This design comes from an exercise in tuning for small area, a short achievable clock period and few clock cycles per item on the open sky130 flow, not from production work.
At most, simulation tests tie the RTL to the original design; equivalence was not proved.
The RTL of runs 1 to 4 and 7 was laid out without a check of its function.
Power figures rest on the tool's default switching activity, not on a simulated workload.

==> flow/design.v <==
module bf_tape #(
  parameter int DATA_W = 8,
  parameter int ADDR_W = 8,
  parameter int DEPTH  = 2**ADDR_W
) (
  input  logic              clk,
  input  logic              rst_n,
  input  logic              cmd_valid,
  output logic              cmd_ready,
  input  logic [2:0]        cmd_op,
  input  logic [DATA_W-1:0] cmd_data,
  output logic [DATA_W-1:0] cell_out,
  output logic              cell_zero,
  output logic [ADDR_W-1:0] ptr_out,
  output logic              err
);
  localparam logic [2:0] OP_NOP = 3'd0, OP_INC = 3'd1, OP_DEC = 3'd2, OP_RIGHT = 3'd3,
                         OP_LEFT = 3'd4, OP_WRITE = 3'd5, OP_ADD = 3'd6, OP_CLEAR_ALL = 3'd7;
  localparam int NH = 16;    
  localparam int NL = 16;    
  logic [ADDR_W-1:0] ptr;
  logic [NH-1:0]     ph;     
  logic [NL-1:0]     pl;     
  logic [DATA_W-1:0] cur, nb_r, nb_l;
  logic              zero_q;
  logic              err_q;
  logic              clr_pend;
  logic              ready_q;
  logic [NH-1:0] wh;
  logic [NL-1:0] wl;
  assign wh = ph | {NH{clr_pend}};
  assign wl = pl | {NL{clr_pend}};
  logic [DATA_W-1:0] wdata;
  assign wdata = clr_pend ? '0 : cur;
  logic [DEPTH-1:0][DATA_W-1:0] cells;
  logic [DEPTH-1:0]             rsel;    
  for (genvar i = 0; i < DEPTH; i++) begin : g_cell
    localparam int IM = (i + DEPTH - 2) % DEPTH;
    localparam int IP = (i + 2) % DEPTH;
    always_ff @(posedge clk)
      if (wh[i / NL] && wl[i % NL]) cells[i] <= wdata;
    assign rsel[i] = (ph[IM / NL] && pl[IM % NL]) || (ph[IP / NL] && pl[IP % NL]);
  end
  logic [DATA_W-1:0] rd_b0, rd_b1;
  always_comb begin
    rd_b0 = '0;
    rd_b1 = '0;
    for (int i = 0; i < DEPTH; i++) begin
      if ((i >> 2) & 1) rd_b1 = rd_b1 | (cells[i] & {DATA_W{rsel[i]}});
      else              rd_b0 = rd_b0 | (cells[i] & {DATA_W{rsel[i]}});
    end
  end
  logic              p2_hi;
  logic [DATA_W-1:0] rd_p2, rd_m2;
  assign p2_hi = ptr[2] ^ ptr[1];
  assign rd_p2 = clr_pend ? '0 : (p2_hi ? rd_b1 : rd_b0);
  assign rd_m2 = clr_pend ? '0 : (p2_hi ? rd_b0 : rd_b1);
  logic accept, at_last, at_first;
  assign accept   = cmd_valid && ready_q;
  assign at_last  = ph[NH-1] && pl[NL-1];
  assign at_first = ph[0] && pl[0];
  logic mv_r, mv_l, clr, oob;
  assign mv_r = accept && cmd_op == OP_RIGHT && !at_last;
  assign mv_l = accept && cmd_op == OP_LEFT  && !at_first;
  assign clr  = accept && cmd_op == OP_CLEAR_ALL;
  assign oob  = accept && ((cmd_op == OP_RIGHT && at_last) || (cmd_op == OP_LEFT && at_first));
  logic [DATA_W-1:0] cur_nx;
  logic              zero_nx;
  logic [DATA_W-1:0] neg_cur;
  assign neg_cur = -cur;
  always_comb begin
    cur_nx  = cur;
    zero_nx = zero_q;
    if (accept) begin
      case (cmd_op)
        OP_INC:       begin cur_nx = cur + DATA_W'(1); zero_nx = (cur == '1); end
        OP_DEC:       begin cur_nx = cur - DATA_W'(1); zero_nx = (cur == DATA_W'(1)); end
        OP_WRITE:     begin cur_nx = cmd_data;         zero_nx = (cmd_data == '0); end
        OP_ADD:       begin cur_nx = cur + cmd_data;   zero_nx = (cmd_data == neg_cur); end
        OP_RIGHT:     if (!at_last)  begin cur_nx = nb_r; zero_nx = (nb_r == '0); end
        OP_LEFT:      if (!at_first) begin cur_nx = nb_l; zero_nx = (nb_l == '0); end
        OP_CLEAR_ALL: begin cur_nx = '0; zero_nx = 1'b1; end
        default: ;
      endcase
    end
  end
  always_ff @(posedge clk or negedge rst_n) begin
    if (!rst_n) begin
      ptr      <= '0;
      ph       <= NH'(1);
      pl       <= NL'(1);
      cur      <= '0;
      nb_r     <= '0;
      nb_l     <= '0;
      zero_q   <= 1'b1;
      err_q    <= 1'b0;
      clr_pend <= 1'b1;
      ready_q  <= 1'b0;
    end else begin
      ready_q  <= 1'b1;
      clr_pend <= clr;
      cur      <= cur_nx;
      zero_q   <= zero_nx;
      if (oob) err_q <= 1'b1;
      if (clr) begin
        ptr  <= '0;
        ph   <= NH'(1);
        pl   <= NL'(1);
        nb_r <= '0;
        nb_l <= '0;
      end else if (mv_r) begin
        ptr  <= ptr + ADDR_W'(1);
        pl   <= {pl[NL-2:0], pl[NL-1]};
        if (pl[NL-1]) ph <= {ph[NH-2:0], ph[NH-1]};
        nb_l <= cur;
        nb_r <= rd_p2;
      end else if (mv_l) begin
        ptr  <= ptr - ADDR_W'(1);
        pl   <= {pl[0], pl[NL-1:1]};
        if (pl[0]) ph <= {ph[0], ph[NH-1:1]};
        nb_r <= cur;
        nb_l <= rd_m2;
      end
    end
  end
  assign cmd_ready = ready_q;
  assign cell_out  = cur;
  assign cell_zero = zero_q;
  assign ptr_out   = ptr;
  assign err       = err_q;
endmodule
==> flow/run.sh <==
#!/bin/bash
# synth_recipe.tcl (not shown) runs the flow's synth.tcl, then flattens the netlist and writes it again
# the make line also repeats each setting of config.mk as NAME=value (left out here)
make -C /OpenROAD-flow-scripts/flow DESIGN_CONFIG=/design/flow/config.mk WORK_HOME=/design/flow/orfs CLKGATE_MAP_FILE= SYNTH_SCRIPT=/design/flow/synth_recipe.tcl finish
==> flow/config.mk <==
export PLATFORM = sky130hd
export DESIGN_NAME = bf_tape
export DESIGN_NICKNAME = bf_tape
export VERILOG_FILES = /design/flow/design.v
export SDC_FILE = /design/flow/constraint.sdc
export NUM_CORES = 4
export LEC_CHECK = 0
export CAP_MARGIN = 20
export CORE_MARGIN = 2
export CORE_UTILIZATION = 40
export SETUP_SLACK_MARGIN = 3.5
export SLEW_MARGIN = 20
export TNS_END_PERCENT = 100
==> flow/constraint.sdc <==
create_clock -name core_clock -period 6.0 [get_ports {clk}]
set_input_delay 1.2000 -clock core_clock [delete_from_list [all_inputs] [get_ports {clk}]]
set_output_delay 1.2000 -clock core_clock [all_outputs]
set_load 0.01 [all_outputs]
==> results.cfg, run 1 <==
[global_route]
grt_pass1_wl_um = 504000
met3_usage = 0.197
grt_pass1_vias = 54265
grt_max_degree = 180
grt_use_total = 0.357
gr-total-overflow = 0
busiest_layer = met2
antenna_found_initial = 23
met1_usage = 0.445
grt_use_met2 = 0.490

[drt]
post_drt_wl_per_cell_um = 47.4
avgViaCountPerCell = 7.44
first_pass_iters = 12
vias = 61177
ant_nets = 0
drt-initial-drc-count = 13913
drc = 0
wl_um = 390000

[place]
dp_hpwl_um = 226000
gp_congestion = 1.01
port_buffers = 32

[sta]
fin_skew_ps = 50.1
rsz0062_at_grt = true
post-route-period-util = 0.581
min_period_ps = 3490
worstMarginPinSlew_ps = 1320
tns_ps = 0
worst_hold_slack_ps = 543
setup_viol = 0
final_hold_viol_count = 0
max-slew-margin-rel = 0.120
slew_viol_final = 0
clock.fmax_mhz = 287

[die]
start_util = 0.402
dieArea_um2 = 209000
ios = 33
core_area_um2 = 205000
die_x_um = 458
num_rows = 166
die_h_um = 458

[worst_setup_path]
reg2reg_from = pl[15]
crit_fanout = 9
path_class = flip-flop to flip-flop
r2r_cells = 8
cp_data_required_time_ps = 6740
rrSetupSlack_ps = 2510
crit_arrival_ps = 4230
cp-start-kind = flip-flop
regToRegEndpoint = nb_r[5]
crit_path_end_kind = flip-flop

[cells_and_area]
drive_gt1_frac = 0.251
syn2layout_area_growth_pct = 20.7
seq_area_um2 = 63300
multi_input_area_um2 = 19700
final_nets = 5390
utilization = 0.486
fillers = 16870

[cts]
insertion_delay_ps = 910
ctsHoldBuffers = 0
cts-root-buf = clkbuf_16
clk_pin_slew_ps = 60
cts_tree = yes
cts-htree-levels = 4
clk_path_buf_depth = 3
clock-sinks = 2116
cts_made_buffers = 200

[logic_synthesis]
yosys.area.top_type = edfxtp_1
yosysUniqueCellTypes = 73
ys_ff_latch = 2116
synth_area_per_cell_um2 = 16.6
ys.flop_type = edfxtp_1
synth.area.top_cells = edfxtp_1 (75%), a22oi_1 (3.4%), a32oi_1 (2.5%), a21o_1 (2.4%), a22o_1 (2.2%)
syn_area_um2 = 82300
postSynth.asyncResetShare = 0.0321
synth_edf_count = 2048
yosysWarnings = 1
syn_nets = 4986
ys_seq_area_frac = 0.768
synth_top_area_frac = 0.747
synthCells = 4954

[power_and_ir_drop]
leakagePower_nw = 34.3
power.density_nw_per_um2 = 672
ir_drop_uv = 445

[outcome]
outcome = finished clean

[worst_hold_path]
hold_class = input port to async pin

[flow_run]
drv_cap = 0
Yosys cell counts (12+ instances only):
library cell     n
a22oi_1        374
a31oi_1         19
o211ai_1        46
xnor2_1         14
a221oi_1        62
nor4_1          40
o211a_1         25
o221ai_1        18
nand3_1        120
a222oi_1        91
a22o_1         210
buf_1          113
nor3_1          23
and3_1          21
a32oi_1        238
a21o_1         259
o22a_1          14
edfxtp_1      2048
nor2_1         136
a21oi_1         77
o22ai_1         31
buf_2           58
o21a_1          38
clkbuf_1       219
a32o_1          28
nand4_1        110
ha_1            16
nand2_1        121
inv_1           25
o21ai_0         94
a21boi_0        12
a2111oi_0       20
dfrtp_1         64
layout by cell type, fill, tap and decap left out, types with 24 or more instances in the layout:
cell type | Yosys | layout
nand4_1 | 110 | 110
o211a_1 | 25 | 24
a21o_2 | 0 | 136
buf_4 | 2 | 377
o22ai_1 | 31 | 29
nand2_1 | 121 | 111
a22oi_1 | 374 | 329
a32o_1 | 28 | 27
clkinv_1 | 2 | 30
a32oi_1 | 238 | 219
nor2_1 | 136 | 121
buf_6 | 10 | 68
a21o_1 | 259 | 123
a222oi_1 | 91 | 91
buf_12 | 0 | 77
clkbuf_1 | 219 | 54
a22o_1 | 210 | 155
clkinv_2 | 0 | 39
a22o_4 | 2 | 40
dfrtp_1 | 64 | 24
nand3_1 | 120 | 115
a21oi_1 | 77 | 71
clkbuf_16 | 0 | 214
a22oi_2 | 1 | 46
o21ai_0 | 94 | 77
dfrtp_4 | 0 | 28
edfxtp_1 | 2048 | 2048
a221oi_1 | 62 | 42
o211ai_1 | 46 | 46
flip-flops by register name, summed over array words and instances (netlist names):
register and flops:
cells 2048, ph 16, pl 16, cur 8
nb_l 8, nb_r 8, ptr 8, clr_pend 1
err_q 1, ready_q 1, zero_q 1
area by class of cell:
cell class | instances | area share
Tap cell | 2688 | 0.0338
Multi-Input combinational cell | 2419 | 0.198
Timing Repair Buffer | 594 | 0.0655
Clock buffer | 266 | 0.0547
Sequential cell | 2116 | 0.637
Antenna cell | 19 | 0.000478
Clock inverter | 98 | 0.00860
Inverter | 27 | 0.00127
cell families (layout without fill, tap and decap cells):
logic type | Yosys count | after routing | share of synthesized area
simple gates | 654 | 664 | 0.0406
compound gates | 1706 | 1706 | 0.164
flops | 2116 | 2116 | 0.768
mux | 8 | 8 | 0.00102
xor+xnor | 22 | 22 | 0.00234
buf+inv | 429 | 985 | 0.0214
other cells | 1 | 20 | 0.0000456
fa+ha+maj | 18 | 18 | 0.00292
repair_timing:
| action | 4_1_cts | 5_1_grt |
|---|---|---|
| gates resized for setup | 707 | 142 |
| endpoints found under the setup margin | 2237 | 355 |
| gates cloned | 15 | 12 |
| pin swaps | 124 | 90 |
| buffers inserted | 263 | 96 |
how the worst max path moves through the flow:
| stage | to | startpoint | slack (ps) | depth (start not counted) |
|---|---|---|---|---|
| after floorplan | cells[1001] | clr_pend | 2530 | 4 |
| after global placement | cur[7] | cmd_op[1] | 1270 | 13 |
| after detailed placement | cur[7] | cmd_op[1] | 1410 | 13 |
| after CTS | nb_r[0] | pl[14] | 2710 | 8 |
| after global routing | nb_l[4] | pl[1] | 2620 | 8 |
| final | nb_r[5] | pl[15] | 2510 | 8 |
stage by stage:
stage	area (µm²)	power [mW]	std cells	worst slack (ps)
4_1_cts	97500	62.7	8098	2710
3_3_place_gp	86200	46.1	7455	1270
5_1_grt	99300	66.1	8209	2620
6_report	99400	66.7	8227	2510
2_1_floorplan	82500	33.3	4954	2530
3_5_place_dp	86200	46.3	7456	1410
power breakdown:
| group | switching [mW] | leakage (nW) | internal, mW | total (mW) |
|---|---|---|---|---|
| clock network | 5.79 | 3.08 | 6.92 | 12.7 |
| logic | 22.6 | 11.3 | 8.11 | 30.8 |
| registers | 1.49 | 19.9 | 21.8 | 23.3 |
critical path, cell delays in order, from the launching register on:
cell and delay, ps:
dfrtp_4 530, buf_12 180, a22o_4 350, a32oi_4 210, nand4_1 470, or4_4 720
or4_4 640, nand2_2 100, o221ai_2 80
routing by layer:
layer / part of all wire / vias up
li1: - / 21757
met1: 0.33 / 30471
met2: 0.39 / 7150
met3: 0.20 / 1773
met4: 0.082 / 26
met5: 0.0011 / -
==> run 2: changes to the inputs <==
--- a/flow/config.mk
+++ b/flow/config.mk
@@ -5,9 +5,9 @@
 export SDC_FILE = /design/flow/constraint.sdc
 export NUM_CORES = 4
 export LEC_CHECK = 0
+export ABC_AREA = 1
 export CAP_MARGIN = 20
 export CORE_MARGIN = 2
 export CORE_UTILIZATION = 40
 export SETUP_SLACK_MARGIN = 3.5
 export SLEW_MARGIN = 20
-export TNS_END_PERCENT = 100
==> results.cfg, run 2 <==
[cts]
cts_tree = yes
ctsHoldBuffers = 0
clk_pin_slew_ps = 70
cts-root-buf = clkbuf_16
insertion_delay_ps = 900
cts-htree-levels = 4
cts_made_buffers = 207
clock-sinks = 2116
clk_path_buf_depth = 3

[cells_and_area]
layout_commonest_cell = nand2_1
top_register = cells
top_regs = cells (2048), ph (16), pl (16)
largest_reg_flops = 2048
drive_gt1_frac = 0.202
final_cell_mix = nand2_1 (3487), edfxtp_1 (2048), nor2_1 (497), nand2_2 (357), nand2_4 (341)
final_nets = 7952
syn2layout_area_growth_pct = 20.8

[logic_synthesis]
synth_area_per_cell_um2 = 11.3
synth_top_area_frac = 0.716
ys_ff_latch = 2116
synth_edf_count = 2048
postSynth.asyncResetShare = 0.0321
synth_commonest_cells = nand2_1 (3935), edfxtp_1 (2048), nor2_1 (716), nand2_2 (357), inv_1 (82)
ys.flop_type = edfxtp_1
yosysUniqueCellTypes = 40
yosys.area.top_type = edfxtp_1
synthCells = 7604
yosysWarnings = 1
syn_area_um2 = 85900
synth.area.top_cells = edfxtp_1 (72%), nand2_1 (17%), nor2_1 (3.1%), nand2_2 (2.6%), dfrtp_1 (1.9%)
syn_nets = 7636
yosysMostFrequentCell = nand2_1
ys_seq_area_frac = 0.736

[place]
gp_congestion = 1.02
port_buffers = 32
dp_hpwl_um = 252000

[die]
start_util = 0.402
num_rows = 170
die_x_um = 467
dieArea_um2 = 219000
die_h_um = 467
ios = 33
core_area_um2 = 214000

[drt]
vias = 62956
post_drt_wl_per_cell_um = 34.4
avgViaCountPerCell = 5.76
first_pass_iters = 8
ant_nets = 0
top_layer_used = met5
wl_met1_um = 134000
wl_met2_um = 160000
wl_um = 376000
drt-initial-drc-count = 11873
drc = 0
dr_wl_met3_um = 58200

[power_and_ir_drop]
leakagePower_nw = 42.8
power.density_nw_per_um2 = 563
total_power_mw = 58.5
ir_drop_uv = 427

[worst_setup_path]
crit_path_end_kind = flip-flop
slowest_delay_ps = 480
reg2reg_from = pl[0]
critical_path.slowest_cell = dfstp_4
crit_fanout = 8
cp-start-kind = flip-flop
path_buf_inv = 1
cpMostUsedCell = nand2_1
startpoint = pl[0]
crit_family = simple AND/OR/NAND/NOR gates
cp_data_required_time_ps = 6780
path_cells = buf_8 -> nand2_4 -> nand2_8 -> nand2_1 -> nand2_1 -> nor2_2 -> nand2_2 -> nor2_4 -> nand2_1 -> nor2_4 -> nand3_1 -> nand3_2 -> nand2_1 -> nand2_1 -> nand2_1
crit_arrival_ps = 3530
path_class = flip-flop to flip-flop

[sta]
fin_skew_ps = 43.9
rsz0062_at_grt = true
post-route-period-util = 0.458
setup_viol = 0
final_hold_viol_count = 0
clock.fmax_mhz = 364
max-slew-margin-rel = 0.217
tns_ps = 0
min_period_ps = 2750
slew_viol_final = 0
worstMarginPinSlew_ps = 1180

[worst_hold_path]
hold_class = input port to async pin

[global_route]
grt_pass1_vias = 56581
grt_pass1_wl_um = 493000
grt_max_degree = 189
grt_use_total = 0.337
gr-total-overflow = 0
antenna_found_initial = 20

[flow_run]
drv_cap = 0

[outcome]
outcome = finished clean
run 2: cells by family (layout without fill, tap and decap cells):
logic type                 after synthesis  count (layout)  synth area share
and+or+nand+nor                       5103            5104             0.236
adders and majority gates               18              18           0.00280
DFF                                   2116            2116             0.736
other                                    1               6         0.0000436
xor gates and xnor gates                20              20           0.00204
buffers and inverters                  205             691            0.0133
AOI/OAI and AO/OA                      141             141            0.0101
run 2: through the flow:
step | cells | hold slack, ps | utilization | instance area (µm²) | setup WS (ps)
6_report | 10934 | 429 | 0.485 | 104000 | 3250
4_1_cts | 10906 | 458 | 0.476 | 102000 | 3240
3_3_place_gp | 10410 | 477 | 0.419 | 89600 | 1350
5_1_grt | 10930 | 511 | 0.485 | 104000 | 3240
2_1_floorplan | 7604 | 471 | - | 86000 | 2740
3_5_place_dp | 10410 | 470 | 0.419 | 89600 | 1590
run 2: repair_timing:
item,4_1_cts,5_1_grt
cloned,5,2
gates resized for setup,1210,389
endpoints found under the setup margin,1246,1238
setup buffers,111,21
pin swaps,64,99
run 2: layout make-up:
type	instances	area, µm²
Timing Repair Buffer	223	2480
Fill cell	18937	110000
Multi-Input combinational cell	5284	27300
Timing Repair inverter	2	17.5
Inverter	86	378
Clock buffer	257	5420
Sequential cell	2116	63300
Tap cell	2838	3550
Clock inverter	123	1310
Antenna cell	5	12.5
run 2: final timing paths:
kind,cells past startpoint,endpoint,slack [ps]
hold / removal,1,cur[1],430
setup / recovery,15,nb_r[7],3250
setup reg to reg,15,nb_r[7],3250
min in group core_clock,2,nb_l[5],520
max in group asynchronous,1,ph[10],4740
hold reg to reg,2,nb_l[5],520
run 2: report_power, final:
group | total (mW) | switching [mW] | internal, mW
Combinational | 24.1 | 19.0 | 5.11
Sequential | 21.1 | 0.781 | 20.3
Clock | 13.3 | 5.96 | 7.34
Total | 58.5 | 25.7 | 32.8
run 2: worst reg2reg max path: cells and delay by family (launching register included):
kind / cells / cell delay, ps
buffers and inverters: 1 / 190
flip-flops: 1 / 480
AND/OR/NAND/NOR: 14 / 1960
run 2: layer usage:
layer | vias to the layer above | track usage
met5 | - | 0.00593
li1 | 25980 | -
met1 | 30820 | 0.443
met2 | 5114 | 0.488
met4 | 28 | 0.182
met3 | 1014 | 0.118
==> run 3: changes to the inputs <==
--- a/flow/config.mk
+++ b/flow/config.mk
@@ -5,9 +5,10 @@
 export SDC_FILE = /design/flow/constraint.sdc
 export NUM_CORES = 4
 export LEC_CHECK = 0
-export ABC_AREA = 1
 export CAP_MARGIN = 20
 export CORE_MARGIN = 2
 export CORE_UTILIZATION = 40
+export CTS_BUF_LIST = sky130_fd_sc_hd__clkbuf_4 sky130_fd_sc_hd__clkbuf_8
 export SETUP_SLACK_MARGIN = 3.5
 export SLEW_MARGIN = 20
+export TNS_END_PERCENT = 5
==> results.cfg, run 3 <==
[outcome]
outcome = finished clean

[worst_setup_path]
crit_fanout = 11
path_buf_inv = 1
crit_arrival_ps = 4510
slowest_delay_ps = 620
cp_data_required_time_ps = 6980
path_cells = buf_4 -> a22o_1 -> a22oi_2 -> nand4_1 -> or4_4 -> or4_4 -> nand2_2 -> o211ai_1
path_class = flip-flop to flip-flop
cp-start-kind = flip-flop
critical_path.slowest_cell = or4_4
crit_family = simple AND/OR/NAND/NOR gates
cpMostUsedCell = or4_4
crit_path_end_kind = flip-flop

[sta]
clock.fmax_mhz = 283
worstMarginPinSlew_ps = 1280
setup_viol = 0
min_period_ps = 3530
fin_skew_ps = 69.7
rsz0062_at_grt = true
max-slew-margin-rel = 0.144
final_hold_viol_count = 0
post-route-period-util = 0.588
tns_ps = 0
slew_viol_final = 0

[logic_synthesis]
syn_area_um2 = 82300
ys_seq_area_frac = 0.768
yosysUniqueCellTypes = 73
synth_edf_count = 2048
yosys.area.top_type = edfxtp_1
synth_top_family_by_area = compound AO/OA/AOI/OAI gates
yosys-mux-area-fraction = 0.00102
synth_area_per_cell_um2 = 16.6
ys.flop_type = edfxtp_1
synth.area.top_cells = edfxtp_1 (75%), a22oi_1 (3.4%), a32oi_1 (2.5%), a21o_1 (2.4%), a22o_1 (2.2%)
synth_top_area_frac = 0.747
yosysWarnings = 1
syn_nets = 4986
yosys.area_share.simple = 0.0406
ys_ff_latch = 2116
synthCells = 4954
postSynth.asyncResetShare = 0.0321
synth_fa_ha_area_frac = 0.00292
synth_xor_area_frac = 0.00234
yosysMostFrequentCell = edfxtp_1
synth-compound-area-share = 0.164
synth_commonest_cells = edfxtp_1 (2048), a22oi_1 (374), a21o_1 (259), a32oi_1 (238), clkbuf_1 (219)

[place]
dp_hpwl_um = 226000
dp_cells = 7458
gp_congestion = 1.03
port_buffers = 32

[die]
ios = 33
num_rows = 166
die_x_um = 458
core_area_um2 = 205000
die_h_um = 458
dieArea_um2 = 209000
start_util = 0.402

[cts]
cts_made_buffers = 336
cts-htree-levels = 5
ctsHoldBuffers = 0
insertion_delay_ps = 1120
cts-root-buf = clkbuf_8
clock-sinks = 2116
cts_tree = yes
clk_pin_slew_ps = 60
clk_path_buf_depth = 4

[global_route]
grt_pass1_vias = 55389
gr-total-overflow = 0
grt_pass1_wl_um = 503000
antenna_found_initial = 21
grt_max_degree = 199
grt_use_total = 0.355

[cells_and_area]
layout_commonest_cell = edfxtp_1
top_register = cells
final_nets = 5394
drive_gt1_frac = 0.238
fillers = 17235
layout.cells.non_filler = 8295
final_cell_mix = edfxtp_1 (2048), clkbuf_8 (346), a22oi_1 (337), buf_4 (304), a21o_1 (247)
top_regs = cells (2048), ph (16), pl (16)
syn2layout_area_growth_pct = 18.1
seq_area_um2 = 63300
multi_input_area_um2 = 19300
largest_reg_flops = 2048

[drt]
post_drt_wl_per_cell_um = 46.4
wl_um = 385000
ant_nets = 0
vias = 60931
first_pass_iters = 10
drc = 0
drt-initial-drc-count = 13914
avgViaCountPerCell = 7.35

[power_and_ir_drop]
power.density_nw_per_um2 = 668
leakagePower_nw = 33.8
ir_drop_uv = 406

[flow_run]
drv_cap = 0

[worst_hold_path]
hold_class = input port to async pin
[run 3: cell types whose count changed after synthesis, moves of 91 or more]
cell,previous run,this run
nand2_2,357,0
a22o_1,0,210
a21o_1,0,259
nand4_1,7,110
clkbuf_1,33,219
nand2_1,3935,121
a22oi_1,0,374
a32oi_1,0,238
a222oi_1,0,91
buf_1,6,113
nor2_1,716,136
[run 3: kinds of logic after synthesis]
family          Yosys count
flops                  2116
compound gates         1706
simple gates            654
buf+inv                 429
xor+xnor                 22
fa+ha+maj                18
mux                       8
other cells               1
[run 3: per-stage QoR]
stage               power, mW  worst slack (ps)  instance area (µm²)   util  hold WS (ps)
floorplan                33.3              2530                82500      -           493
global placement         46.0              1360                86100  0.421           449
detailed placement       46.2              1420                86100  0.421           454
CTS                      61.5              2760                96400  0.471           316
global route             64.4              2620                97200  0.475           399
finish                   65.0              2470                97300  0.475           333
[run 3: final timing paths]
check,from,to,slack [ps],cells after the start
worst max-delay path,ph[14],nb_l[5],2470,8
worst min-delay path,rst_n,cur[1],330,2
worst max register to register,ph[14],nb_l[5],2470,8
worst min register to register,err_q,err_q,540,2
max in group asynchronous,rst_n,pl[1],4890,2
min in group core_clock,err_q,err_q,540,2
[run 3: cell type report]
class	instances	share of cell area
antenna	13	0.000334
clock buffer	466	0.0582
clock inverter	104	0.00646
inverter	27	0.00117
multi-input combinational	2416	0.199
sequential	2116	0.651
tap	2688	0.0346
timing repair buffer	465	0.0492
[run 3: what timing repair did]
action | CTS | global route
pin swaps | 96 | 56
buffers inserted | 207 | 32
endpoints found under the hold margin | 0 | 0
gates cloned | 8 | 6
endpoints found under the setup margin | 3002 | 2660
resized for setup | 560 | 85
[run 3: where the power goes]
group          total, mW  internal [mW]  switching [mW]
Clock               12.2           6.36            5.86
Combinational       29.4           7.18            22.2
Sequential          23.4           21.8            1.59
Total               65.0           35.4            29.6
[run 3: routing by layer]
layer  global-route usage  part of all wire  vias up
met4                0.210             0.080       32
met3                0.199              0.20     1701
met5              0.00413            0.0014        -
met2                0.481              0.39     7138
met1                0.441              0.33    30285
li1                     -                 -    21775
==> run 4: changes to the inputs <==
--- a/flow/design.v
+++ b/flow/design.v
@@ -86,38 +86,47 @@
   end
   always_ff @(posedge clk or negedge rst_n) begin
     if (!rst_n) begin
-      ptr      <= '0;
       ph       <= NH'(1);
       pl       <= NL'(1);
-      cur      <= '0;
-      nb_r     <= '0;
-      nb_l     <= '0;
-      zero_q   <= 1'b1;
-      err_q    <= 1'b0;
       clr_pend <= 1'b1;
       ready_q  <= 1'b0;
     end else begin
       ready_q  <= 1'b1;
       clr_pend <= clr;
-      cur      <= cur_nx;
-      zero_q   <= zero_nx;
+      if (clr) begin
+        ph <= NH'(1);
+        pl <= NL'(1);
+      end else if (mv_r) begin
+        pl <= {pl[NL-2:0], pl[NL-1]};
+        if (pl[NL-1]) ph <= {ph[NH-2:0], ph[NH-1]};
+      end else if (mv_l) begin
+        pl <= {pl[0], pl[NL-1:1]};
+        if (pl[0]) ph <= {ph[0], ph[NH-1:1]};
+      end
+    end
+  end
+  always_ff @(posedge clk) begin
+    if (!ready_q) begin
+      ptr    <= '0;
+      cur    <= '0;
+      nb_r   <= '0;
+      nb_l   <= '0;
+      zero_q <= 1'b1;
+      err_q  <= 1'b0;
+    end else begin
+      cur    <= cur_nx;
+      zero_q <= zero_nx;
       if (oob) err_q <= 1'b1;
       if (clr) begin
         ptr  <= '0;
-        ph   <= NH'(1);
-        pl   <= NL'(1);
         nb_r <= '0;
         nb_l <= '0;
       end else if (mv_r) begin
         ptr  <= ptr + ADDR_W'(1);
-        pl   <= {pl[NL-2:0], pl[NL-1]};
-        if (pl[NL-1]) ph <= {ph[NH-2:0], ph[NH-1]};
         nb_l <= cur;
         nb_r <= rd_p2;
       end else if (mv_l) begin
         ptr  <= ptr - ADDR_W'(1);
-        pl   <= {pl[0], pl[NL-1:1]};
-        if (pl[0]) ph <= {ph[0], ph[NH-1:1]};
         nb_r <= cur;
         nb_l <= rd_m2;
       end
==> flow/config.mk (replaced) <==
export PLATFORM = sky130hd
export DESIGN_NAME = bf_tape
export DESIGN_NICKNAME = bf_tape
export VERILOG_FILES = /design/flow/design.v
export SDC_FILE = /design/flow/constraint.sdc
export NUM_CORES = 4
export LEC_CHECK = 0
export ABC_AREA = 1
export CAP_MARGIN = 20
export CORE_MARGIN = 2
export CORE_UTILIZATION = 60
export SETUP_SLACK_MARGIN = 3.5
export SLEW_MARGIN = 20
==> results.cfg, run 4 <==
[drt]
wl_met2_um = 151000
ant_nets = 0
wl_um = 383000
vias = 66503
drc = 0
post_drt_wl_per_cell_um = 38.4
avgViaCountPerCell = 6.66
wl_met1_um = 118000
dr_wl_met3_um = 65500
top_layer_used = met5
first_pass_iters = 14
drt-initial-drc-count = 14562

[die]
start_util = 0.605
dieArea_um2 = 144000
ios = 33
die_h_um = 379
num_rows = 137
core_area_um2 = 140000
die_x_um = 379

[cts]
insertion_delay_ps = 930
clock-sinks = 2116
clk_pin_slew_ps = 70
cts_tree = yes
cts-htree-levels = 4
ctsHoldBuffers = 0
cts_made_buffers = 206
clk_path_buf_depth = 3
cts-root-buf = clkbuf_16

[sta]
setup_viol = 0
tns_ps = 0
rsz0062_at_grt = true
post-route-period-util = 0.495
fin_skew_ps = 90.0
slew_viol_final = 0
worstMarginPinSlew_ps = 1180
clock.fmax_mhz = 336
max-slew-margin-rel = 0.213
final_hold_viol_count = 0
min_period_ps = 2970

[power_and_ir_drop]
ir_drop_uv = 327
power_frac_clock = 0.239
power.internal_mw = 30.2
netSwitchingPower_mw = 24.2
power.density_nw_per_um2 = 544
seqPwrFrac = 0.361
leakagePower_nw = 41.2
total_power_mw = 54.4
swShare = 0.445
comb_power_share = 0.400

[cells_and_area]
largest_reg_flops = 2048
stdcell_area_um2 = 100000
top_regs = cells (2048), ph (16), pl (16)
final_cell_mix = nand2_1 (3578), edfxtp_1 (2048), nor2_1 (552), nand2_2 (394), nand2_4 (221)
top_register = cells
layout_commonest_cell = nand2_1
drive_gt1_frac = 0.178
final_nets = 7942
syn2layout_area_growth_pct = 18.4

[logic_synthesis]
postSynth.asyncResetShare = 0.0161
synth_top_area_frac = 0.728
yosys.area.top_type = edfxtp_1
syn_nets = 7609
yosysMostFrequentCell = nand2_1
synth_commonest_cells = nand2_1 (4228), edfxtp_1 (2048), nor2_1 (712), inv_1 (83)
synth.area.top_cells = edfxtp_1 (73%), nand2_1 (19%), nor2_1 (3.2%), dfrtp_1 (0.92%), dfxtp_1 (0.81%)
synth_edf_count = 2048
yosysUniqueCellTypes = 42
ys_seq_area_frac = 0.746
ys.flop_type = edfxtp_1
synth_area_per_cell_um2 = 11.1
syn_area_um2 = 84500
yosysWarnings = 1
ys_ff_latch = 2116
synthCells = 7577

[worst_setup_path]
path_class = flip-flop to flip-flop
crit_fanout = 8
crit_arrival_ps = 3690
crit_path_end_kind = flip-flop
cp-start-kind = flip-flop
cp_data_required_time_ps = 6720

[flow_run]
drv_cap = 0

[outcome]
outcome = finished clean

[place]
dp_hpwl_um = 250000
port_buffers = 32
placed_area_um2 = 87500
gp_congestion = 1.10

[global_route]
grt_pass1_vias = 59800
gr-total-overflow = 0
grt_max_degree = 186
grt_pass1_wl_um = 501000
grt_use_total = 0.533
antenna_found_initial = 11

[worst_hold_path]
hold_class = input port to async pin
-- run 4: stage by stage --
step / setup slack (ps) / instances / util / hold slack [ps]
after floorplan: 2730 / 7577 / - / 475
after global placement: 1700 / 9444 / 0.626 / 465
after detailed placement: 1830 / 9445 / 0.626 / 467
after CTS: 3330 / 9922 / 0.706 / 414
after global routing: 3110 / 9962 / 0.716 / 447
final: 3030 / 9978 / 0.716 / 393
-- run 4: timing repair --
action / in CTS / in global routing
pin swaps: 52 / 51
setup buffers: 90 / 36
resized for setup: 1199 / 246
endpoints found under the setup margin: 1812 / 618
cloned: 3 / 3
-- run 4: area by class of cell --
type / instances / area, µm²
Timing Repair Buffer: 236 / 2630
Sequential cell: 2116 / 63200
Antenna cell: 16 / 40.0
Fill cell: 9632 / 39700
Tap cell: 1876 / 2350
Inverter: 93 / 374
Clock buffer: 255 / 5360
Multi-Input combinational cell: 5256 / 24900
Clock inverter: 129 / 1240
Timing Repair inverter: 1 / 6.26
-- run 4: power by group through the flow --
stage	registers (mW)	clock network (mW)	logic (mW)
finish	19.6	13.0	21.8
global placement	19.9	0	16.0
CTS	19.6	12.7	18.9
floorplan	19.3	0	7.55
detailed placement	20.0	0	16.1
global route	19.7	13.3	21.3
-- run 4: kinds of logic (layout without fill, tap and decap cells) --
logic type,Yosys count,in the layout,share of synthesized area
buffers and inverters,206,714,0.0104
and+or+nand+nor,5036,5037,0.226
xor gates and xnor gates,21,21,0.00218
adders and majority gates,18,18,0.00284
other,1,17,0.0000444
DFF,2116,2116,0.746
AOI/OAI and AO/OA,179,179,0.0125
-- run 4: worst paths after layout --
check | start | to | slack (ps) | cells past startpoint
min reg2reg | ptr[7] | ptr[7] | 460 | 1
max in group asynchronous | rst_n | pl[12] | 4940 | 1
min | rst_n | ready_q | 390 | 1
max | pl[7] | nb_l[7] | 3030 | 13
min in group core_clock | ptr[7] | ptr[7] | 460 | 1
max reg2reg | pl[7] | nb_l[7] | 3030 | 13
-- run 4: critical path, stage by stage, from the launching register on --
cell	delay [ps]
dfrtp_4	610
buf_4	210
nand2_4	120
nand2_8	150
nand2_1	100
nand2_1	110
nor2_2	190
nand2_1	140
nor2_4	360
nand2_1	170
nor2_4	240
nand3_1	110
nand3_1	170
a21oi_1	80
-- run 4: routing by layer --
| metal | GRT usage | up-vias |
|---|---|---|
| li1 | - | 25986 |
| met1 | 0.635 | 31044 |
| met2 | 0.711 | 7403 |
| met3 | 0.244 | 2055 |
| met4 | 0.497 | 15 |
| met5 | 0.0178 | - |
==> run 5: changes to the inputs <==
--- a/flow/design.v
+++ b/flow/design.v
@@ -66,15 +66,17 @@
   assign oob  = accept && ((cmd_op == OP_RIGHT && at_last) || (cmd_op == OP_LEFT && at_first));
   logic [DATA_W-1:0] cur_nx;
   logic              zero_nx;
-  logic [DATA_W-1:0] neg_cur;
-  assign neg_cur = -cur;
+  logic [DATA_W-1:0] cur_inc, cur_dec, neg_cur;
+  logic [ADDR_W-1:0] ptr_inc, ptr_dec, ptr_neg;
+  bf_tape_step #(.W(DATA_W)) u_cur_step (.a(cur), .inc(cur_inc), .dec(cur_dec), .neg(neg_cur));
+  bf_tape_step #(.W(ADDR_W)) u_ptr_step (.a(ptr), .inc(ptr_inc), .dec(ptr_dec), .neg(ptr_neg));
   always_comb begin
     cur_nx  = cur;
     zero_nx = zero_q;
     if (accept) begin
       case (cmd_op)
-        OP_INC:       begin cur_nx = cur + DATA_W'(1); zero_nx = (cur == '1); end
-        OP_DEC:       begin cur_nx = cur - DATA_W'(1); zero_nx = (cur == DATA_W'(1)); end
+        OP_INC:       begin cur_nx = cur_inc;          zero_nx = (cur == '1); end
+        OP_DEC:       begin cur_nx = cur_dec;          zero_nx = (cur == DATA_W'(1)); end
         OP_WRITE:     begin cur_nx = cmd_data;         zero_nx = (cmd_data == '0); end
         OP_ADD:       begin cur_nx = cur + cmd_data;   zero_nx = (cmd_data == neg_cur); end
         OP_RIGHT:     if (!at_last)  begin cur_nx = nb_r; zero_nx = (nb_r == '0); end
@@ -122,11 +124,11 @@
         nb_r <= '0;
         nb_l <= '0;
       end else if (mv_r) begin
-        ptr  <= ptr + ADDR_W'(1);
+        ptr  <= ptr_inc;
         nb_l <= cur;
         nb_r <= rd_p2;
       end else if (mv_l) begin
-        ptr  <= ptr - ADDR_W'(1);
+        ptr  <= ptr_dec;
         nb_r <= cur;
         nb_l <= rd_m2;
       end
@@ -138,3 +140,13 @@
   assign ptr_out   = ptr;
   assign err       = err_q;
 endmodule
+module bf_tape_step #(parameter int W = 8) (
+  input  logic [W-1:0] a,
+  output logic [W-1:0] inc,
+  output logic [W-1:0] dec,
+  output logic [W-1:0] neg
+);
+  assign inc = a + W'(1);
+  assign dec = a - W'(1);
+  assign neg = -a;
+endmodule
--- a/flow/config.mk
+++ b/flow/config.mk
@@ -10,4 +10,6 @@
 export CORE_MARGIN = 2
 export CORE_UTILIZATION = 60
 export SETUP_SLACK_MARGIN = 3.5
-export SLEW_MARGIN = 20
+export SLEW_MARGIN = 40
+export SYNTH_HIERARCHICAL = 1
+export SYNTH_MINIMUM_KEEP_SIZE = 0
==> results.cfg, run 5 <==
[outcome]
outcome = finished clean

[die]
core_area_um2 = 141000
ios = 33
die_x_um = 380
die_h_um = 380
dieArea_um2 = 144000
num_rows = 138
start_util = 0.602

[power_and_ir_drop]
netSwitchingPower_mw = 24.9
leakagePower_nw = 41.8
power_frac_clock = 0.230
seqPwrFrac = 0.354
total_power_mw = 55.0
power.density_nw_per_um2 = 543
swShare = 0.453
power.internal_mw = 30.1
ir_drop_uv = 377
comb_power_share = 0.416

[worst_setup_path]
cp-start-kind = flip-flop
crit_arrival_ps = 3550
r2r_cells = 14
rrSetupSlack_ps = 3240
crit_path_end_kind = flip-flop
cp_data_required_time_ps = 6790
crit_fanout = 18
path_class = flip-flop to flip-flop
regToRegEndpoint = nb_l[3]
reg2reg_from = pl[2]

[global_route]
grt_use_met2 = 0.709
grt_use_total = 0.538
gr-total-overflow = 0
grt_pass1_wl_um = 510000
met1_usage = 0.651
grt_pass1_vias = 59538
grt_max_degree = 165
busiest_layer = met2
antenna_found_initial = 22
met3_usage = 0.289

[cts]
insertion_delay_ps = 940
cts-root-buf = clkbuf_16
cts_tree = yes
clk_path_buf_depth = 3
ctsHoldBuffers = 0
cts-htree-levels = 4
clock-sinks = 2116
cts_made_buffers = 207
clk_pin_slew_ps = 70

[place]
dp_hpwl_um = 259000
gp_congestion = 1.09
pre_cts_ws_ps = 1290
port_buffers = 32

[drt]
wl_um = 398000
ant_nets = 0
drc = 0
vias = 67729
drt-initial-drc-count = 14683
first_pass_iters = 10
post_drt_wl_per_cell_um = 39.5
avgViaCountPerCell = 6.72

[sta]
post-route-period-util = 0.459
slew_viol_final = 0
fin_skew_ps = 57.8
min_period_ps = 2760
tns_ps = 0
max-slew-margin-rel = 0.276
setup_viol = 0
worst_slack_ps = 3240
clock.fmax_mhz = 363
final_hold_viol_count = 0
rsz0062_at_grt = true
worst_hold_slack_ps = 244
worstMarginPinSlew_ps = 1080

[flow_run]
drv_cap = 0

[cells_and_area]
final_cell_mix = nand2_1 (3569), edfxtp_1 (2048), nor2_1 (516), nand2_2 (371), nand2_4 (284)
layout_commonest_cell = nand2_1
drive_gt1_frac = 0.184
final_nets = 8018
largest_reg_flops = 2048
utilization = 0.719
syn2layout_area_growth_pct = 19.4
top_register = cells
top_regs = cells (2048), ph (16), pl (16)

[logic_synthesis]
synth_area_per_cell_um2 = 11.1
syn_nets = 7701
synthCells = 7675
yosysWarnings = 7
syn_area_um2 = 84900

[worst_hold_path]
hold_class = input port to async pin
-- run 5: worst max path at each step --
| stage | start | slack (ps) | to | cells after the start |
|---|---|---|---|---|
| 6_report | pl[2] | 3240 | nb_l[3] | 14 |
| 5_1_grt | pl[2] | 3320 | nb_l[2] | 14 |
| 4_1_cts | ready_q | 3370 | cmd_ready | 1 |
| 3_5_place_dp | cmd_op[2] | 1290 | pl[0] | 12 |
| 3_3_place_gp | cmd_op[2] | 1270 | pl[0] | 12 |
| 2_1_floorplan | clr_pend | 2810 | cells[1002] | 2 |
-- run 5: through the flow --
step / instance area [µm²] / cells
2_1_floorplan: 85000 / 7675
3_3_place_gp: 87900 / 9579
3_5_place_dp: 88200 / 9582
4_1_cts: 98400 / 10004
5_1_grt: 101000 / 10058
6_report: 101000 / 10078
-- run 5: critical path, stage by stage, from the launching register on --
cell     delay [ps]
dfrtp_1         400
buf_6           230
nand2_4         180
nand2_1         130
buf_4           250
nand2_1          90
nand2_1          50
nor2_1          210
nand2_2         140
nor2_2          160
nand2_1         100
nor2_4          290
nand3_1         120
nand3_1         140
a21oi_1          70
-- run 5: cell type report --
type                            count  area, µm²
Fill cell                        9747      39500
Sequential cell                  2116      63200
Inverter                          118        484
Multi-Input combinational cell   5325      26100
Antenna cell                       26       65.1
Tap cell                         1890       2360
Clock inverter                    118        967
Clock buffer                      261       5400
Timing Repair Buffer              224       2780
-- run 5: metal layers --
layer  vias to the layer above  wire [µm]
met5                         -        603
met4                        28      42700
met3                      2059      76500
met2                      7594     155000
met1                     31800     123000
li1                      26248          -
-- run 5: what timing repair did --
item / 4_1_cts / 5_1_grt
pin swaps: 35 / 66
buffers inserted: 40 / 43
setup endpoints to repair: 1299 / 499
gates resized for setup: 1096 / 530
cloned: 3 / 2
-- run 5: power by group through the flow --
stage	combinational, mW	clock, mW	sequential (mW)
floorplan	7.30	0	19.4
global placement	16.4	0	19.9
detailed placement	16.6	0	19.9
CTS	18.7	12.4	19.6
global route	22.1	13.0	19.6
finish	22.9	12.7	19.5
Testbench counts of run 5, summed over its fixed seeds: cycles 48,048, items 48,032.
==> run 6: changes to the inputs <==
--- a/flow/config.mk
+++ b/flow/config.mk
@@ -9,6 +9,8 @@
 export CAP_MARGIN = 20
 export CORE_MARGIN = 2
 export CORE_UTILIZATION = 60
+export CTS_CLUSTER_DIAMETER = 100
+export CTS_CLUSTER_SIZE = 25
 export SETUP_SLACK_MARGIN = 3.5
 export SLEW_MARGIN = 40
 export SYNTH_HIERARCHICAL = 1
==> results.cfg, run 6 <==
[outcome]
outcome = finished clean

[sta]
rsz0062_at_grt = true
clock.fmax_mhz = 361
max-slew-margin-rel = 0.302
slew_viol_final = 0
worstMarginPinSlew_ps = 1040
post-route-period-util = 0.461
final_hold_viol_count = 0
tns_ps = 0
setup_viol = 0
min_period_ps = 2770
fin_skew_ps = 80.5
worst_slack_ps = 3230

[cells_and_area]
syn2layout_area_growth_pct = 15.9
final_cell_mix = nand2_1 (3518), edfxtp_1 (2048), nor2_1 (501), nand2_2 (389), nand2_4 (298)
final_nets = 7928
top_regs = cells (2048), ph (16), pl (16)
utilization = 0.698
layout_commonest_cell = nand2_1
top_register = cells
layout.cells.non_filler = 9835
largest_reg_flops = 2048
drive_gt1_frac = 0.181

[place]
dp_cells = 9582
pre_cts_ws_ps = 1290
port_buffers = 32
dp_hpwl_um = 259000
gp_congestion = 1.09

[power_and_ir_drop]
ir_drop_uv = 373
leakagePower_nw = 40.3
total_power_mw = 50.3
power.density_nw_per_um2 = 512

[logic_synthesis]
synthCells = 7675
syn_area_um2 = 84900
syn_nets = 7701
synth_area_per_cell_um2 = 11.1
yosysWarnings = 7

[worst_setup_path]
crit_arrival_ps = 3410
r2r_cells = 13
cp_data_required_time_ps = 6640
path_class = flip-flop to flip-flop
crit_fanout = 9
crit_path_end_kind = flip-flop
cp-start-kind = flip-flop

[global_route]
grt_use_total = 0.533
grt_max_degree = 165
gr-total-overflow = 0
grt_pass1_vias = 58127
antenna_found_initial = 20
grt_pass1_wl_um = 505000

[cts]
clock-sinks = 2116
cts-root-buf = clkbuf_16
clk_pin_slew_ps = 110
cts_made_buffers = 95
cts-htree-levels = 3
insertion_delay_ps = 810
clk_path_buf_depth = 3
ctsHoldBuffers = 0
cts_tree = yes

[die]
num_rows = 138
ios = 33
die_h_um = 380
die_x_um = 380
core_area_um2 = 141000
start_util = 0.602
dieArea_um2 = 144000

[drt]
avgViaCountPerCell = 6.75
first_pass_iters = 14
drt-initial-drc-count = 14626
wl_um = 393000
ant_nets = 0
post_drt_wl_per_cell_um = 39.9
drc = 0
vias = 66369

[worst_hold_path]
hold_class = input port to async pin

[flow_run]
drv_cap = 0
==> run 6: cell type report <==
class                      instances  area, µm²
inverter                         118        482
timing repair buffer             247       2940
fill                           10037      42600
sequential                      2116      63200
multi-input combinational       5324      26700
tap                             1890       2360
clock buffer                     109       2460
antenna                           23       57.6
clock inverter                     8        125
==> run 6: worst paths after layout <==
check / startpoint / endpoint / slack, ps
min in group core_clock: zero_q / zero_q / 480
min: rst_n / ph[8] / 390
max reg2reg: ph[9] / nb_l[6] / 3230
min reg2reg: zero_q / zero_q / 480
max: ph[9] / nb_l[6] / 3230
max in group asynchronous: rst_n / ph[14] / 5180
==> run 6: timing repair <==
item,CTS,global route
resized for setup,1103,663
setup endpoints to repair,1236,310
cloned,3,1
pin swaps,45,87
buffers inserted,67,39
==> run 6: per-layer routing <==
metal / global-route usage / vias up / share of wire
met5: 0.0152 / - / 0.0011
met4: 0.412 / 20 / 0.11
met3: 0.275 / 1915 / 0.19
met2: 0.708 / 7235 / 0.39
met1: 0.655 / 31312 / 0.31
li1: - / 25887 / -
==> run 6: power breakdown <==
group	internal (mW)	leakage (nW)	switching, mW
sequential	18.8	19.9	0.636
combinational	4.72	19.1	18.5
clock	2.95	1.26	4.73
total	26.5	40.3	23.8
==> run 6: worst max-delay path, stage by stage (launching register included) <==
cell and delay (ps):
dfrtp_4 520, buf_12 180, nand2_2 170, nand2_4 220, nand2_1 120, nand2_1 80, nor2_4 250, nand2_1 100
nor2_1 190, nand2_2 130, nor2_4 290, nand3_1 150, nand3_2 120, a21oi_1 60
==> run 6: metrics by stage <==
step,hold WS (ps),instance area (µm²)
floorplan,502,85000
global placement,477,87900
detailed placement,478,88200
CTS,480,94900
global route,433,98300
finish,385,98300
==> run 7: changes to the inputs <==
--- a/flow/design.v
+++ b/flow/design.v
@@ -69,6 +69,8 @@
   logic [DATA_W-1:0] cur_inc, cur_dec, neg_cur;
   logic [ADDR_W-1:0] ptr_inc, ptr_dec, ptr_neg;
   bf_tape_step #(.W(DATA_W)) u_cur_step (.a(cur), .inc(cur_inc), .dec(cur_dec), .neg(neg_cur));
+  logic [DATA_W-1:0] cur_add;
+  bf_tape_add #(.W(DATA_W)) u_add (.a(cur), .b(cmd_data), .y(cur_add));
   bf_tape_step #(.W(ADDR_W)) u_ptr_step (.a(ptr), .inc(ptr_inc), .dec(ptr_dec), .neg(ptr_neg));
   always_comb begin
     cur_nx  = cur;
@@ -78,7 +80,7 @@
         OP_INC:       begin cur_nx = cur_inc;          zero_nx = (cur == '1); end
         OP_DEC:       begin cur_nx = cur_dec;          zero_nx = (cur == DATA_W'(1)); end
         OP_WRITE:     begin cur_nx = cmd_data;         zero_nx = (cmd_data == '0); end
-        OP_ADD:       begin cur_nx = cur + cmd_data;   zero_nx = (cmd_data == neg_cur); end
+        OP_ADD:       begin cur_nx = cur_add;            zero_nx = (cmd_data == neg_cur); end
         OP_RIGHT:     if (!at_last)  begin cur_nx = nb_r; zero_nx = (nb_r == '0); end
         OP_LEFT:      if (!at_first) begin cur_nx = nb_l; zero_nx = (nb_l == '0); end
         OP_CLEAR_ALL: begin cur_nx = '0; zero_nx = 1'b1; end
@@ -150,3 +152,26 @@
   assign dec = a - W'(1);
   assign neg = -a;
 endmodule
+module bf_tape_add #(parameter int W = 8) (
+  input  logic [W-1:0] a,
+  input  logic [W-1:0] b,
+  output logic [W-1:0] y
+);
+  localparam int L = $clog2(W);
+  logic [W-1:0] g [L+1];
+  logic [W-1:0] p [L+1];
+  assign g[0] = a & b;
+  assign p[0] = a ^ b;
+  for (genvar l = 0; l < L; l++) begin : g_lvl
+    for (genvar i = 0; i < W; i++) begin : g_bit
+      if (i >= (1 << l)) begin : g_comb
+        assign g[l+1][i] = g[l][i] | (p[l][i] & g[l][i - (1 << l)]);
+        assign p[l+1][i] = p[l][i] & p[l][i - (1 << l)];
+      end else begin : g_pass
+        assign g[l+1][i] = g[l][i];
+        assign p[l+1][i] = p[l][i];
+      end
+    end
+  end
+  assign y = p[0] ^ {g[L][W-2:0], 1'b0};
+endmodule
==> results.cfg, run 7 <==
[outcome]
outcome = finished clean

[cts]
clk_path_buf_depth = 3
cts_made_buffers = 94
cts-root-buf = clkbuf_16
cts-htree-levels = 3
clk_pin_slew_ps = 100
ctsHoldBuffers = 0
insertion_delay_ps = 740
clock-sinks = 2116
cts_tree = yes

[worst_setup_path]
crit_path_end_kind = flip-flop
cp-start-kind = flip-flop
crit_fanout = 8
path_class = flip-flop to flip-flop
cp_data_required_time_ps = 6620
rrSetupSlack_ps = 3490
crit_arrival_ps = 3130

[sta]
slew_viol_final = 0
max-slew-margin-rel = 0.409
fin_skew_ps = 26.6
final_hold_viol_count = 0
worstMarginPinSlew_ps = 887
setup_viol = 0
min_period_ps = 2510
clock.fmax_mhz = 398
post-route-period-util = 0.418
rsz0062_at_grt = true
tns_ps = 0

[drt]
post_drt_wl_per_cell_um = 23.7
vias = 55028
wl_um = 231000
drc = 0
avgViaCountPerCell = 5.65
ant_nets = 0
first_pass_iters = 6
drt-initial-drc-count = 6389

[cells_and_area]
antennaDiodeCount = 0
layout_commonest_cell = nand2_1
syn2layout_area_growth_pct = 9.85
fillers = 10822
final_nets = 7851
largest_reg_flops = 2048
top_regs = cells (2048), ph (16), pl (16)
final_cell_mix = nand2_1 (3854), edfxtp_1 (2048), nor2_1 (563), nand2_2 (391), clkbuf_16 (97)
top_register = cells
drive_gt1_frac = 0.121
stdcell_area_um2 = 93600

[power_and_ir_drop]
netSwitchingPower_mw = 18.8
swShare = 0.420
power_frac_clock = 0.164
ir_drop_uv = 352
power.internal_mw = 26.0
power.density_nw_per_um2 = 480
total_power_mw = 44.9
leakagePower_nw = 38.4
seqPwrFrac = 0.438
comb_power_share = 0.398

[global_route]
grt_pass1_vias = 51573
gr-total-overflow = 0
grt_pass1_wl_um = 334000
grt_use_total = 0.315
grt_max_degree = 155
antenna_found_initial = 2

[place]
placed_area_um2 = 88000
gp_congestion = 0.942
port_buffers = 32
dp_hpwl_um = 151000

[worst_hold_path]
hold_class = input port to async pin

[flow_run]
drv_cap = 0

[die]
dieArea_um2 = 145000
ios = 33
start_util = 0.603
num_rows = 138
core_area_um2 = 141000
die_h_um = 381
die_x_um = 381

[logic_synthesis]
yosysWarnings = 10
synth_area_per_cell_um2 = 11.1
syn_nets = 7726
syn_area_um2 = 85200
synthCells = 7699
## run 7: layer usage
layer	vias up	track usage	wire [µm]	part of all wire
li1	25696	-	-	-
met1	26694	0.439	93100	0.40
met2	2267	0.509	110000	0.48
met3	369	0.0468	18500	0.080
met4	2	0.115	8950	0.039
met5	-	0	13	0.000056
## run 7: what timing repair did
item,CTS,global route
buffers inserted,44,20
gates resized for setup,568,341
cloned,1,0
setup endpoints to repair,1110,68
pin swaps,16,21
## run 7: per-stage QoR
| step | utilization | instances | hold WS (ps) | setup WS [ps] |
|---|---|---|---|---|
| final | 0.663 | 9746 | 404 | 3490 |
| after detailed placement | 0.623 | 9553 | 464 | 1760 |
| after floorplan | - | 7699 | 500 | 2800 |
| after global placement | 0.621 | 9545 | 461 | 1810 |
| after CTS | 0.654 | 9726 | 472 | 3460 |
| after global routing | 0.663 | 9746 | 417 | 3440 |
## run 7: area by class of cell
class,instances,area [µm²],share of cell area
clock buffer,124,2530,0.0270
clock inverter,4,50.0,0.000535
inverter,105,428,0.00457
multi-input combinational,5352,23400,0.250
sequential,2116,63200,0.675
tap,1890,2360,0.0253
timing repair buffer,155,1680,0.0179
## run 7: power by group through the flow
stage | Combinational [mW] | Sequential [mW] | Clock (mW)
after floorplan | 8.22 | 19.5 | 0
after global placement | 14.6 | 20.1 | 0
after detailed placement | 14.8 | 20.1 | 0
after CTS | 16.6 | 19.7 | 7.40
after global routing | 19.0 | 19.9 | 7.84
final | 17.9 | 19.7 | 7.34
## run 7: worst max-delay path, stage by stage (launching register included)
cell	delay, ps
dfrtp_4	510
buf_6	170
nand2_2	170
nand2_2	170
nand2_1	100
nand2_1	50
nor2_1	140
nand2_1	190
nor2_4	240
nand2_1	150
nor2_2	190
nand3_1	80
nand3_1	130
a21oi_1	70
## run 7: worst paths after layout
path                         from  cells after the start      end
setup / recovery           ph[10]                     13  nb_r[6]
hold / removal              rst_n                      1  ready_q
setup reg to reg           ph[10]                     13  nb_r[6]
hold reg to reg            zero_q                      2   zero_q
max in group asynchronous   rst_n                      1    ph[8]
min in group core_clock    zero_q                      2   zero_q
==> run 8: changes to the inputs <==
--- a/flow/design.v
+++ b/flow/design.v
@@ -157,7 +157,7 @@
   input  logic [W-1:0] b,
   output logic [W-1:0] y
 );
-  localparam int L = $clog2(W);
+  localparam int L = (W <= 2) ? 1 : (W <= 4) ? 2 : (W <= 8) ? 3 : (W <= 16) ? 4 : 5;
   logic [W-1:0] g [L+1];
   logic [W-1:0] p [L+1];
   assign g[0] = a & b;
--- a/flow/config.mk
+++ b/flow/config.mk
@@ -9,8 +9,8 @@
 export CAP_MARGIN = 20
 export CORE_MARGIN = 2
 export CORE_UTILIZATION = 60
-export CTS_CLUSTER_DIAMETER = 100
-export CTS_CLUSTER_SIZE = 25
+export CTS_CLUSTER_DIAMETER = 70
+export CTS_CLUSTER_SIZE = 20
 export SETUP_SLACK_MARGIN = 3.5
 export SLEW_MARGIN = 40
 export SYNTH_HIERARCHICAL = 1
==> results.cfg, run 8 <==
[sta]
worstMarginPinSlew_ps = 843
post-route-period-util = 0.422
worst_hold_slack_ps = 363
tns_ps = 0
min_period_ps = 2530
final_hold_viol_count = 0
setup_viol = 0
rsz0062_at_grt = true
fin_skew_ps = 30.6
clock.fmax_mhz = 395
max-slew-margin-rel = 0.438
slew_viol_final = 0

[global_route]
antenna_found_initial = 1
grt_pass1_vias = 51897
gr-total-overflow = 0
grt_use_total = 0.317
grt_max_degree = 155
grt_pass1_wl_um = 336000

[drt]
ant_nets = 0
first_pass_iters = 7
vias = 55211
avgViaCountPerCell = 5.63
drc = 0
post_drt_wl_per_cell_um = 23.5
drt-initial-drc-count = 6022
wl_um = 230000

[die]
core_area_um2 = 141000
start_util = 0.603
die_h_um = 381
die_x_um = 381
dieArea_um2 = 145000
num_rows = 138
ios = 33

[logic_synthesis]
synth_area_per_cell_um2 = 11.1
synthCells = 7699
syn_nets = 7726
syn_area_um2 = 85200
yosysWarnings = 10

[worst_setup_path]
critical_path.slowest_cell = dfrtp_2
crit_arrival_ps = 3180
crit_path_end_kind = flip-flop
cpMostUsedCell = nand2_1
cp_data_required_time_ps = 6650
cp-start-kind = flip-flop
path_cells = buf_6 -> nand2_1 -> nand2_2 -> nand2_1 -> nand2_1 -> nor2_1 -> nand2_1 -> nor2_4 -> nand2_1 -> nor2_1 -> nand3_1 -> nand3_1 -> a21oi_1
r2r_cells = 13
crit_fanout = 10
slowest_delay_ps = 450
path_class = flip-flop to flip-flop

[cells_and_area]
drive_gt1_frac = 0.125
largest_reg_flops = 2048
layout.cells.non_filler = 9807
top_regs = cells (2048), ph (16), pl (16)
syn2layout_area_growth_pct = 11.3
utilization = 0.671
layout_commonest_cell = nand2_1
final_cell_mix = nand2_1 (3883), edfxtp_1 (2048), nor2_1 (558), nand2_2 (372), clkbuf_16 (138)
final_nets = 7877
antennaDiodeCount = 0
top_register = cells

[cts]
cts-root-buf = clkbuf_16
clk_path_buf_depth = 3
clk_pin_slew_ps = 80
clock-sinks = 2116
ctsHoldBuffers = 0
cts_tree = yes
insertion_delay_ps = 800
cts_made_buffers = 135
cts-htree-levels = 4

[place]
gp_congestion = 0.942
dp_cells = 9553
dp_hpwl_um = 151000
port_buffers = 32

[power_and_ir_drop]
power_frac_clock = 0.198
power.internal_mw = 27.4
ir_drop_uv = 374
netSwitchingPower_mw = 19.2
comb_power_share = 0.380
leakagePower_nw = 39.0
power.density_nw_per_um2 = 492
seqPwrFrac = 0.423
swShare = 0.411
total_power_mw = 46.6

[worst_hold_path]
hold_class = input port to async pin

[flow_run]
drv_cap = 0

[outcome]
outcome = finished clean
## run 8: power groups by stage
| stage | registers, mW | logic, mW | clock network [mW] |
|---|---|---|---|
| final | 19.7 | 17.7 | 9.22 |
| after CTS | 19.7 | 16.7 | 9.29 |
| after global routing | 19.9 | 18.8 | 9.77 |
| after floorplan | 19.5 | 8.22 | 0 |
| after detailed placement | 20.1 | 14.8 | 0 |
| after global placement | 20.1 | 14.6 | 0 |
## run 8: through the flow
stage / area, µm² / setup slack [ps]
4_1_cts: 93900 / 3420
3_3_place_gp: 87800 / 1810
6_report: 94800 / 3470
5_1_grt: 94800 / 3420
2_1_floorplan: 85300 / 2800
3_5_place_dp: 88000 / 1760
## run 8: final cells by class
cell class | instances | area [µm²]
inverter | 105 | 428
tap | 1890 | 2360
clock inverter | 54 | 475
multi-input combinational | 5351 | 23200
timing repair buffer | 141 | 1660
clock buffer | 150 | 3500
sequential | 2116 | 63200
fill | 10662 | 46400
## run 8: worst max-delay path: cells and delay by family (launching register included)
family          cells  cell delay (ps)
compound gates      1               70
buf+inv             1              210
flops               1              450
simple gates       11             1620
## run 8: final timing paths
kind / from / to / slack [ps]
hold / removal: rst_n / pl[7] / 360
setup reg to reg: pl[12] / nb_l[7] / 3470
hold reg to reg: zero_q / zero_q / 480
min in group core_clock: zero_q / zero_q / 480
setup / recovery: pl[12] / nb_l[7] / 3470
max in group asynchronous: rst_n / ph[1] / 5240
## run 8: metal layers
layer / global-route usage / vias up / part of all wire
li1: - / 25814 / -
met1: 0.442 / 26634 / 0.40
met2: 0.505 / 2372 / 0.47
met3: 0.0508 / 391 / 0.082
met4: 0.129 / 0 / 0.044
met5: 0 / - / 0
## run 8: what timing repair did
item | 4_1_cts | 5_1_grt
setup buffers | 45 | 4
endpoints found under the hold margin | 0 | 0
gates resized for setup | 606 | 283
endpoints found under the setup margin | 1112 | 60
pin swaps | 17 | 18
Testbench counts of run 8, summed over its fixed seeds: cycles 48,048, items 48,032.
==> run 9: changes to the inputs <==
--- a/flow/config.mk
+++ b/flow/config.mk
@@ -9,9 +9,9 @@
 export CAP_MARGIN = 20
 export CORE_MARGIN = 2
 export CORE_UTILIZATION = 60
-export CTS_CLUSTER_DIAMETER = 70
-export CTS_CLUSTER_SIZE = 20
-export SETUP_SLACK_MARGIN = 3.5
+export CTS_CLUSTER_DIAMETER = 100
+export CTS_CLUSTER_SIZE = 25
+export SETUP_SLACK_MARGIN = 3.8
 export SLEW_MARGIN = 40
 export SYNTH_HIERARCHICAL = 1
 export SYNTH_MINIMUM_KEEP_SIZE = 0
==> results.cfg, run 9 <==
[outcome]
outcome = finished clean

[die]
die_x_um = 381
ios = 33
start_util = 0.603
dieArea_um2 = 145000
num_rows = 138
core_area_um2 = 141000
die_h_um = 381

[logic_synthesis]
synth_area_per_cell_um2 = 11.1
yosysWarnings = 10
synthCells = 7699
syn_area_um2 = 85200
syn_nets = 7726

[sta]
post-route-period-util = 0.409
fin_skew_ps = 25.6
rsz0062_at_grt = true
setup_viol = 0
max-slew-margin-rel = 0.484
final_hold_viol_count = 0
slew_viol_final = 0
min_period_ps = 2450
worstMarginPinSlew_ps = 774
tns_ps = 0
clock.fmax_mhz = 408

[global_route]
gr-total-overflow = 0
antenna_found_initial = 2
busiest_layer = met2
met1_usage = 0.453
grt_max_degree = 147
grt_pass1_wl_um = 347000
grt_use_total = 0.327
grt_pass1_vias = 52846
grt_use_met2 = 0.517
met3_usage = 0.0487

[power_and_ir_drop]
swShare = 0.436
power.density_nw_per_um2 = 497
ir_drop_uv = 357
leakagePower_nw = 40.9
power_frac_clock = 0.148
seqPwrFrac = 0.396
comb_power_share = 0.456
netSwitchingPower_mw = 21.6
power.internal_mw = 27.9

[place]
port_buffers = 32
placed_area_um2 = 88000
dp_cells = 9553
dp_hpwl_um = 151000
gp_congestion = 0.942

[cts]
cts_made_buffers = 94
cts-htree-levels = 3
ctsHoldBuffers = 0
clk_pin_slew_ps = 100
cts_tree = yes
insertion_delay_ps = 740
cts-root-buf = clkbuf_16
clock-sinks = 2116
clk_path_buf_depth = 3

[cells_and_area]
top_regs = cells (2048), ph (16), pl (16)
final_cell_mix = nand2_1 (3530), edfxtp_1 (2048), nor2_1 (374), nand2_4 (367), nand2_2 (343)
fillers = 9910
largest_reg_flops = 2048
stdcell_area_um2 = 99600
top_register = cells
layout_commonest_cell = nand2_1
syn2layout_area_growth_pct = 17.0
utilization = 0.705
final_nets = 7941
drive_gt1_frac = 0.205
antennaDiodeCount = 0
layout.cells.non_filler = 9836

[drt]
drc = 0
vias = 56183
drt-initial-drc-count = 6108
ant_nets = 0
first_pass_iters = 6
wl_um = 241000
post_drt_wl_per_cell_um = 24.5
avgViaCountPerCell = 5.71

[worst_setup_path]
cp-start-kind = flip-flop
path_buf_inv = 1
cp_data_required_time_ps = 4800
path_class = flip-flop to output port
crit_family = flip-flops
crit_path_end_kind = output port
critical_path.slowest_cell = dfrtp_1
slowest_delay_ps = 390
crit_fanout = 2
crit_arrival_ps = 1250
path_cells = buf_2

[flow_run]
drv_cap = 0

[worst_hold_path]
hold_class = input port to async pin
## run 9: path summary, 6_finish.rpt
kind,slack [ps],to,depth (start not counted),from
min in group core_clock,490,zero_q,2,zero_q
max in group asynchronous,5180,ph[1],1,rst_n
worst min-delay path,410,ready_q,1,rst_n
worst min register to register,490,zero_q,2,zero_q
worst max-delay path,3550,cmd_ready,1,ready_q
worst max register to register,3630,nb_l[7],13,ph[11]
## run 9: area by class of cell
class                      count  area [µm²]  area share
clock inverter                 4        50.0    0.000502
inverter                     105         434     0.00436
timing repair inverter         2        17.5    0.000176
clock buffer                 124        2530      0.0254
multi-input combinational   5353       28000       0.281
tap                         1890        2360      0.0237
sequential                  2116       63200       0.634
timing repair buffer         242        3080      0.0309
## run 9: metrics by stage
step / worst slack (ps) / power (mW) / hold slack, ps
2_1_floorplan: 2800 / 27.8 / 500
3_3_place_gp: 1810 / 34.7 / 461
3_5_place_dp: 1760 / 34.9 / 464
4_1_cts: 3490 / 46.9 / 489
5_1_grt: 3500 / 51.3 / 414
6_report: 3550 / 49.5 / 409
## run 9: per-layer routing
metal,vias to the layer above,part of all wire
met3,459,0.085
li1,25898,-
met1,27267,0.39
met2,2559,0.47
met4,0,0.050
met5,-,0
## run 9: repair_timing
| action | 4_1_cts | 5_1_grt |
|---|---|---|
| setup buffers | 95 | 47 |
| resized for setup | 1523 | 628 |
| pin swaps | 129 | 251 |
| setup endpoints to repair | 1855 | 1229 |
| gates cloned | 9 | 4 |
## run 9: power groups by stage
stage                     sequential [mW]  clock, mW  combinational (mW)
after global routing                 19.8       7.83                23.6
after floorplan                      19.5          0                8.22
after global placement               20.1          0                14.6
final                                19.6       7.33                22.6
after detailed placement             20.1          0                14.8
after CTS                            19.6       7.40                19.9

separate check: timing with driven ports:
Ports are ideal in the flow. The routed layouts listed here were re-timed in OpenROAD.
Step 1 (the two cells are an assumption about what drives the block):
set clk [get_ports {clk}]
set_driving_cell -lib_cell sky130_fd_sc_hd__clkbuf_16 $clk
set_driving_cell -lib_cell sky130_fd_sc_hd__buf_2 [delete_from_list [all_inputs] $clk]
Step 2 also shifts input and output timing later by t, the mid clock arrival at the registers, as if the neighbouring blocks saw the same clock.
Three values: ideal ports, drivers, drivers and shift; two values: the first two.
run	t (ns)	setup WS [ns]	worst hold slack (ns)	latest minus earliest clock arrival (ns)	cell pins on the clock port's net
run 1	0.978	2.514 / 2.514 / 2.387	0.543 / 0.478 / 0.564	0.056 / 0.056	1
run 2	0.978	3.254 / 3.170 / 2.608	0.429 / 0.362 / 0.517	0.053 / 0.053	1
run 3	1.180	2.470 / 2.470 / 2.292	0.333 / 0.265 / 0.541	0.087 / 0.087	1
run 4	0.973	3.027 / 3.027 / 2.653	0.393 / 0.331 / 0.461	0.091 / 0.090	1
run 5	1.004	3.245 / 3.245 / 2.657	0.244 / 0.170 / 0.487	0.059 / 0.059	1
run 6	0.861	3.232 / 3.232 / 2.759	0.385 / 0.315 / 0.475	0.081 / 0.081	1
run 7	0.818	3.489 / 3.446 / 2.820	0.404 / 0.339 / 0.470	0.035 / 0.034	1
run 8	0.867	3.470 / 3.435 / 2.822	0.363 / 0.306 / 0.476	0.032 / 0.032	1
run 9	0.820	3.548 / 3.457 / 2.939	0.409 / 0.345 / 0.490	0.033 / 0.033	1
After both steps setup and hold are still met in every run listed. For run 7, which loses most, drivers alone change the setup slack by -0.043 ns; drivers and shift together by -0.669 ns.
